What follows belongs to an exercise in optimizing a design on an open flow for small area; a production flow would make more cautious choices.
RTL that was checked went through simulation tests only; none was proved equivalent to the original.
No activity file was given, so power comes from the tool's default toggle rates.

==> flow/design.v (excerpt) <==
module spc_top #(
    parameter int NUM_PWM   = 8,
    parameter int PWM_CNT_W = 16
) (
    input  wire logic                          clk,
    input  wire logic                          rst_n,
    input  wire logic [spc_pkg::OPCODE_W-1:0]  cmd_opcode,
    input  wire logic [spc_pkg::ADDR_W-1:0]    cmd_addr,
    input  wire logic [spc_pkg::DATA_W-1:0]    cmd_data,
    input  wire logic                          cmd_valid,
    output logic                               spi_sclk,
    output logic                               spi_mosi,
    input  wire logic                          spi_miso,
    output logic [spc_pkg::CS_W-1:0]           spi_cs,
    output logic [NUM_PWM-1:0]                 pwm_out,
    output logic [spc_pkg::DATA_W-1:0]         tx_data,
    output logic                               tx_en,
    input  wire logic                          tx_done
);
Size: roughly 1900 cells after synthesis, roughly 500 flip-flops, roughly 19000 sq um of cells after synthesis.
==> module spc_cmd_decoder, before the edit <==
module spc_cmd_decoder #(
    parameter int NUM_PWM = 8
) (
    input  wire logic                          clk,
    input  wire logic                          rst_n,
    input  wire logic [spc_pkg::OPCODE_W-1:0]  cmd_opcode,
    input  wire logic [spc_pkg::ADDR_W-1:0]    cmd_addr,
    input  wire logic [spc_pkg::DATA_W-1:0]    cmd_data,
    input  wire logic                          cmd_valid,
    input  wire logic                          tx_done,
    input  wire logic [spc_pkg::DATA_W-1:0]    spi_rx_word,
    input  wire logic                          spi_rx_valid,
    output logic                               spi_start,
    output logic [spc_pkg::DEV_W-1:0]          spi_dev,
    output logic [spc_pkg::DATA_W-1:0]         spi_wdata,
    output logic                               pwm_wr,
    output logic [((NUM_PWM > 1) ? $clog2(NUM_PWM) : 1)-1:0] pwm_sel,
    output logic [spc_pkg::DATA_W-1:0]         pwm_wdata,
    output logic [spc_pkg::DATA_W-1:0]         tx_data,
    output logic                               tx_en
);
    localparam int SEL_W = (NUM_PWM > 1) ? $clog2(NUM_PWM) : 1;
    logic rd_hit;
    logic rd_sel;
    assign spi_start = cmd_valid && (cmd_opcode == spc_pkg::OP_SPI_XFER);
    assign pwm_wr    = cmd_valid && (cmd_opcode == spc_pkg::OP_PWM_CFG) &&
                       (int'(cmd_addr) < NUM_PWM);
    assign rd_hit    = cmd_valid && (cmd_opcode == spc_pkg::OP_READ);
    assign spi_dev   = cmd_addr[spc_pkg::DEV_W-1:0];
    assign spi_wdata = cmd_data;
    assign pwm_sel   = cmd_addr[SEL_W-1:0];
    assign pwm_wdata = cmd_data;
    assign rd_sel = (cmd_addr == spc_pkg::RD_ADDR_SPI) && spi_rx_valid;
    always_ff @(posedge clk or negedge rst_n) begin
        if (!rst_n) begin
            tx_en <= 1'b0;
        end else if (rd_hit) begin
            tx_en <= 1'b1;
        end else if (tx_done && !cmd_valid) begin
            tx_en <= 1'b0;
        end
    end
    always_ff @(posedge clk) begin
        tx_data <= (spi_rx_word & {spc_pkg::DATA_W{rd_hit && rd_sel}}) |
                   (tx_data & {spc_pkg::DATA_W{!rd_hit}});
    end
endmodule
==> module spc_spi_master, before the edit <==
module spc_spi_master (
    input  wire logic                        clk,
    input  wire logic                        rst_n,
    input  wire logic                        spi_start,
    input  wire logic [spc_pkg::DEV_W-1:0]   spi_dev,
    input  wire logic [spc_pkg::DATA_W-1:0]  spi_wdata,
    input  wire logic                        spi_miso,
    output logic                             spi_sclk,
    output logic                             spi_mosi,
    output logic [spc_pkg::CS_W-1:0]         spi_cs,
    output logic [spc_pkg::DATA_W-1:0]       spi_rx_word,
    output logic                             spi_rx_valid
);
    localparam int CNT_W = $clog2(spc_pkg::DATA_W) + 1;
    logic                        active;
    logic [CNT_W-1:0]            edge_cnt;
    logic [spc_pkg::DEV_W-1:0]   dev_q;
    logic [spc_pkg::DATA_W-1:0]  shift_reg;
    logic [spc_pkg::DATA_W-1:0]  shift_next;
    logic                        take;
    logic                        fall;
    logic                        last;
    assign take = spi_start && !active;
    assign fall = active && edge_cnt[0];
    assign last = fall && (&edge_cnt);
    assign shift_next = {shift_reg[spc_pkg::DATA_W-2:0], spi_miso};
    assign spi_sclk = edge_cnt[0];
    assign spi_cs   = active ? ~(spc_pkg::CS_W'(1) << dev_q) : '1;
    always_ff @(posedge clk or negedge rst_n) begin
        if (!rst_n) begin
            active       <= 1'b0;
            edge_cnt     <= '0;
            spi_mosi     <= 1'b0;
            spi_rx_valid <= 1'b0;
        end else begin
            if (take) begin
                active <= 1'b1;
            end else if (last) begin
                active <= 1'b0;
            end
            if (active) begin
                edge_cnt <= edge_cnt + 1'b1;
            end
            if (fall) begin
                spi_mosi <= shift_reg[spc_pkg::DATA_W-1];
            end
            if (last) begin
                spi_rx_valid <= 1'b1;
            end
        end
    end
    always_ff @(posedge clk) begin
        shift_reg <= (spi_wdata  & {spc_pkg::DATA_W{take}}) |
                     (shift_next & {spc_pkg::DATA_W{fall}}) |
                     (shift_reg  & {spc_pkg::DATA_W{!take && !fall}});
        if (take) begin
            dev_q <= spi_dev;
        end
        if (last) begin
            spi_rx_word <= shift_next;
        end
    end
endmodule
==> module spc_pwm_bank, before the edit <==
module spc_pwm_bank #(
    parameter int NUM_PWM   = 8,
    parameter int PWM_CNT_W = 16
) (
    input  wire logic                          clk,
    input  wire logic                          rst_n,
    input  wire logic                          pwm_wr,
    input  wire logic [((NUM_PWM > 1) ? $clog2(NUM_PWM) : 1)-1:0] pwm_sel,
    input  wire logic [spc_pkg::DATA_W-1:0]    pwm_wdata,
    output logic [NUM_PWM-1:0]                 pwm_out
);
    localparam int SEL_W = (NUM_PWM > 1) ? $clog2(NUM_PWM) : 1;
    localparam int PER_LSB = spc_pkg::DATA_W / 2;
    if (PWM_CNT_W > spc_pkg::DATA_W / 2) begin : g_width_check
        $error("PWM_CNT_W does not fit half of the data word");
    end
    logic [PWM_CNT_W-1:0] w_per;
    logic [PWM_CNT_W-1:0] w_duty;
    logic [PWM_CNT_W-1:0] w_start;
    logic [PWM_CNT_W:0]   w_diff;
    assign w_per   = pwm_wdata[PER_LSB +: PWM_CNT_W];
    assign w_duty  = pwm_wdata[0 +: PWM_CNT_W];
    assign w_start = -w_per;
    assign w_diff  = {1'b0, w_per} - {1'b0, w_duty};
    for (genvar i = 0; i < NUM_PWM; i++) begin : g_ch
        logic [PWM_CNT_W-1:0] start_q;
        logic [PWM_CNT_W-1:0] start_d;
        logic [PWM_CNT_W-1:0] under_q;
        logic [PWM_CNT_W-1:0] x_q;
        logic [PWM_CNT_W:0]   carry;
        logic [PWM_CNT_W:0]   over;
        logic                 en_q;
        logic                 wr_hit;
        logic                 load;
        assign wr_hit = pwm_wr && (pwm_sel == SEL_W'(i));
        assign start_d = start_q ^ ((start_q ^ w_start) & {PWM_CNT_W{wr_hit}});
        assign carry[0] = 1'b1;
        assign over[0]  = 1'b0;
        for (genvar b = 0; b < PWM_CNT_W; b++) begin : g_bit
            assign carry[b+1] = carry[b] & x_q[b];
            assign over[b+1]  = (x_q[b] && under_q[b]) || (x_q[b] && over[b]) ||
                                (under_q[b] && over[b]);
        end
        assign load = wr_hit || carry[PWM_CNT_W];
        always_ff @(posedge clk or negedge rst_n) begin
            if (!rst_n) begin
                en_q <= 1'b0;
            end else if (wr_hit) begin
                en_q <= |w_per;
            end
        end
        always_ff @(posedge clk) begin
            under_q <= (w_diff[PWM_CNT_W-1:0] & {PWM_CNT_W{wr_hit && !w_diff[PWM_CNT_W]}}) |
                       (under_q & {PWM_CNT_W{!wr_hit}});
            start_q <= start_d;
            x_q     <= ((x_q ^ carry[PWM_CNT_W-1:0]) & {PWM_CNT_W{!wr_hit}}) |
                       (start_d & {PWM_CNT_W{load}});
        end
        assign pwm_out[i] = en_q && !over[PWM_CNT_W];
    end
endmodule
Settings: LEC_CHECK=0, CAP_MARGIN=20, CORE_MARGIN=2, CORE_UTILIZATION=40, SLEW_MARGIN=20; clock period 5.0 ns.
standard.sh (not shown) runs the stock make flow with config.mk's settings and CLKGATE_MAP_FILE= SYNTH_SCRIPT=/design/flow/synth_recipe.tcl, a recipe that flattens the netlist after the stock synthesis.
==> flow/flow/run.sh <==
#!/bin/bash
# Standard ORFS layout (standard.sh) with these changes:
#  - synthesis maps logic with an area-oriented ABC script (flow/abc_area.script);
#    the rest of the ORFS scripts are used unchanged, through links
#  - single-drive buffers on the ports
#  - clock tree from clkbuf_8 leaf clusters, without dummy loads
set -euo pipefail
here=$(pwd)
mkdir -p "$here/scripts"
for f in "$FLOW_HOME"/scripts/*; do
  ln -sfn "$f" "$here/scripts/$(basename "$f")"
done
rm -f "$here/scripts/abc_area.script"
cp "$here/flow/abc_area.script" "$here/scripts/abc_area.script"

export BUFFER_PORTS_ARGS="-buffer_cell sky130_fd_sc_hd__buf_1"
export CTS_ARGS="-sink_clustering_enable -repair_clock_nets -dont_use_dummy_load -buf_list sky130_fd_sc_hd__clkbuf_8 -sink_clustering_size 16 -sink_clustering_max_diameter 50"

bash standard.sh SCRIPTS_DIR="$here/scripts" ABC_AREA=1 finish > "$here/standard.log" 2>&1
==> flow/flow/abc_area.script <==
&get -n
&st
&syn3
&dch -f
&nf -a -p -R 1000
&st
&syn3
&dch -f
&nf -a -p -R 1000
&st
&dch -f
&nf -a -p -R 1000
&put
Then changed:
--- a/flow/design.v
+++ b/flow/design.v
@@ -54,14 +54,15 @@
             tx_en <= 1'b1;
         end else if (tx_done && !cmd_valid) begin
             tx_en <= 1'b0;
         end
     end
     always_ff @(posedge clk) begin
-        tx_data <= (spi_rx_word & {spc_pkg::DATA_W{rd_hit && rd_sel}}) |
-                   (tx_data & {spc_pkg::DATA_W{!rd_hit}});
+        if (rd_hit) begin
+            tx_data <= spi_rx_word & {spc_pkg::DATA_W{rd_sel}};
+        end
     end
 endmodule
 `default_nettype wire
 `default_nettype none
 module spc_spi_master (
     input  wire logic                        clk,
@@ -112,17 +113,17 @@
             if (last) begin
                 spi_rx_valid <= 1'b1;
             end
         end
     end
     always_ff @(posedge clk) begin
-        shift_reg <= (spi_wdata  & {spc_pkg::DATA_W{take}}) |
-                     (shift_next & {spc_pkg::DATA_W{fall}}) |
-                     (shift_reg  & {spc_pkg::DATA_W{!take && !fall}});
         if (take) begin
-            dev_q <= spi_dev;
+            shift_reg <= spi_wdata;
+            dev_q     <= spi_dev;
+        end else if (fall) begin
+            shift_reg <= shift_next;
         end
         if (last) begin
             spi_rx_word <= shift_next;
         end
     end
 endmodule
@@ -144,17 +145,25 @@
     if (PWM_CNT_W > spc_pkg::DATA_W / 2) begin : g_width_check
         $error("PWM_CNT_W does not fit half of the data word");
     end
     logic [PWM_CNT_W-1:0] w_per;
     logic [PWM_CNT_W-1:0] w_duty;
     logic [PWM_CNT_W-1:0] w_start;
-    logic [PWM_CNT_W:0]   w_diff;
+    logic [PWM_CNT_W-1:0] w_diff;
+    logic [PWM_CNT_W-1:0] w_under;
+    logic [PWM_CNT_W:0]   w_borrow;
     assign w_per   = pwm_wdata[PER_LSB +: PWM_CNT_W];
     assign w_duty  = pwm_wdata[0 +: PWM_CNT_W];
     assign w_start = -w_per;
-    assign w_diff  = {1'b0, w_per} - {1'b0, w_duty};
+    assign w_borrow[0] = 1'b0;
+    for (genvar b = 0; b < PWM_CNT_W; b++) begin : g_sub
+        assign w_diff[b]     = w_per[b] ^ w_duty[b] ^ w_borrow[b];
+        assign w_borrow[b+1] = (!w_per[b] && w_duty[b]) || (!w_per[b] && w_borrow[b]) ||
+                               (w_duty[b] && w_borrow[b]);
+    end
+    assign w_under = w_borrow[PWM_CNT_W] ? '0 : w_diff;
     for (genvar i = 0; i < NUM_PWM; i++) begin : g_ch
         logic [PWM_CNT_W-1:0] start_q;
         logic [PWM_CNT_W-1:0] start_d;
         logic [PWM_CNT_W-1:0] under_q;
         logic [PWM_CNT_W-1:0] x_q;
         logic [PWM_CNT_W:0]   carry;
@@ -177,14 +186,15 @@
                 en_q <= 1'b0;
             end else if (wr_hit) begin
                 en_q <= |w_per;
             end
         end
         always_ff @(posedge clk) begin
-            under_q <= (w_diff[PWM_CNT_W-1:0] & {PWM_CNT_W{wr_hit && !w_diff[PWM_CNT_W]}}) |
-                       (under_q & {PWM_CNT_W{!wr_hit}});
+            if (wr_hit) begin
+                under_q <= w_under;
+            end
             start_q <= start_d;
             x_q     <= ((x_q ^ carry[PWM_CNT_W-1:0]) & {PWM_CNT_W{!wr_hit}}) |
                        (start_d & {PWM_CNT_W{load}});
         end
         assign pwm_out[i] = en_q && !over[PWM_CNT_W];
     end
What happened:
- Now the flow reached the layout checks and failed them: negative setup slack
- synthesized area came out higher by 1.1%
- non-clock buffer count went up by 2
- via count went down by about 19%
- clock power is about the same
- setup slack degrades by 2300 ps
- first-iteration DRC count drops by 37%
- wire length decreases by about 10%
- core utilization goes up by 0.49 points
The RTL of the second run of this note was laid out without a check of its function.

port drivers added, routing unchanged:
No port has a modelled driver above. Below, the same layouts with a new extraction and two added sets of constraints. Step 1 (the two cells are an assumption about what drives the block):
set clk [get_ports {clk}]
set_driving_cell -lib_cell sky130_fd_sc_hd__clkbuf_16 $clk
set_driving_cell -lib_cell sky130_fd_sc_hd__buf_2 [delete_from_list [all_inputs] $clk]
Step 2 also shifts input and output timing later by t, the mid clock arrival at the registers, as if the neighbouring blocks saw the same clock. Three values: ideal, step 1, step 2; two values: the first two.
run	t, ns	setup WS [ns]	latest minus earliest clock arrival (ns)
the first run	0.670	0.587 / 0.620 / -0.050	0.089 / 0.088
the second run	0.667	-1.667 / -1.662 / -2.330	0.057 / 0.057
With both steps, setup timing fails in the first run, where it was met with ideal ports. For the second run, which loses most, drivers alone change the setup slack by +0.005 ns; drivers and shift together by -0.663 ns.
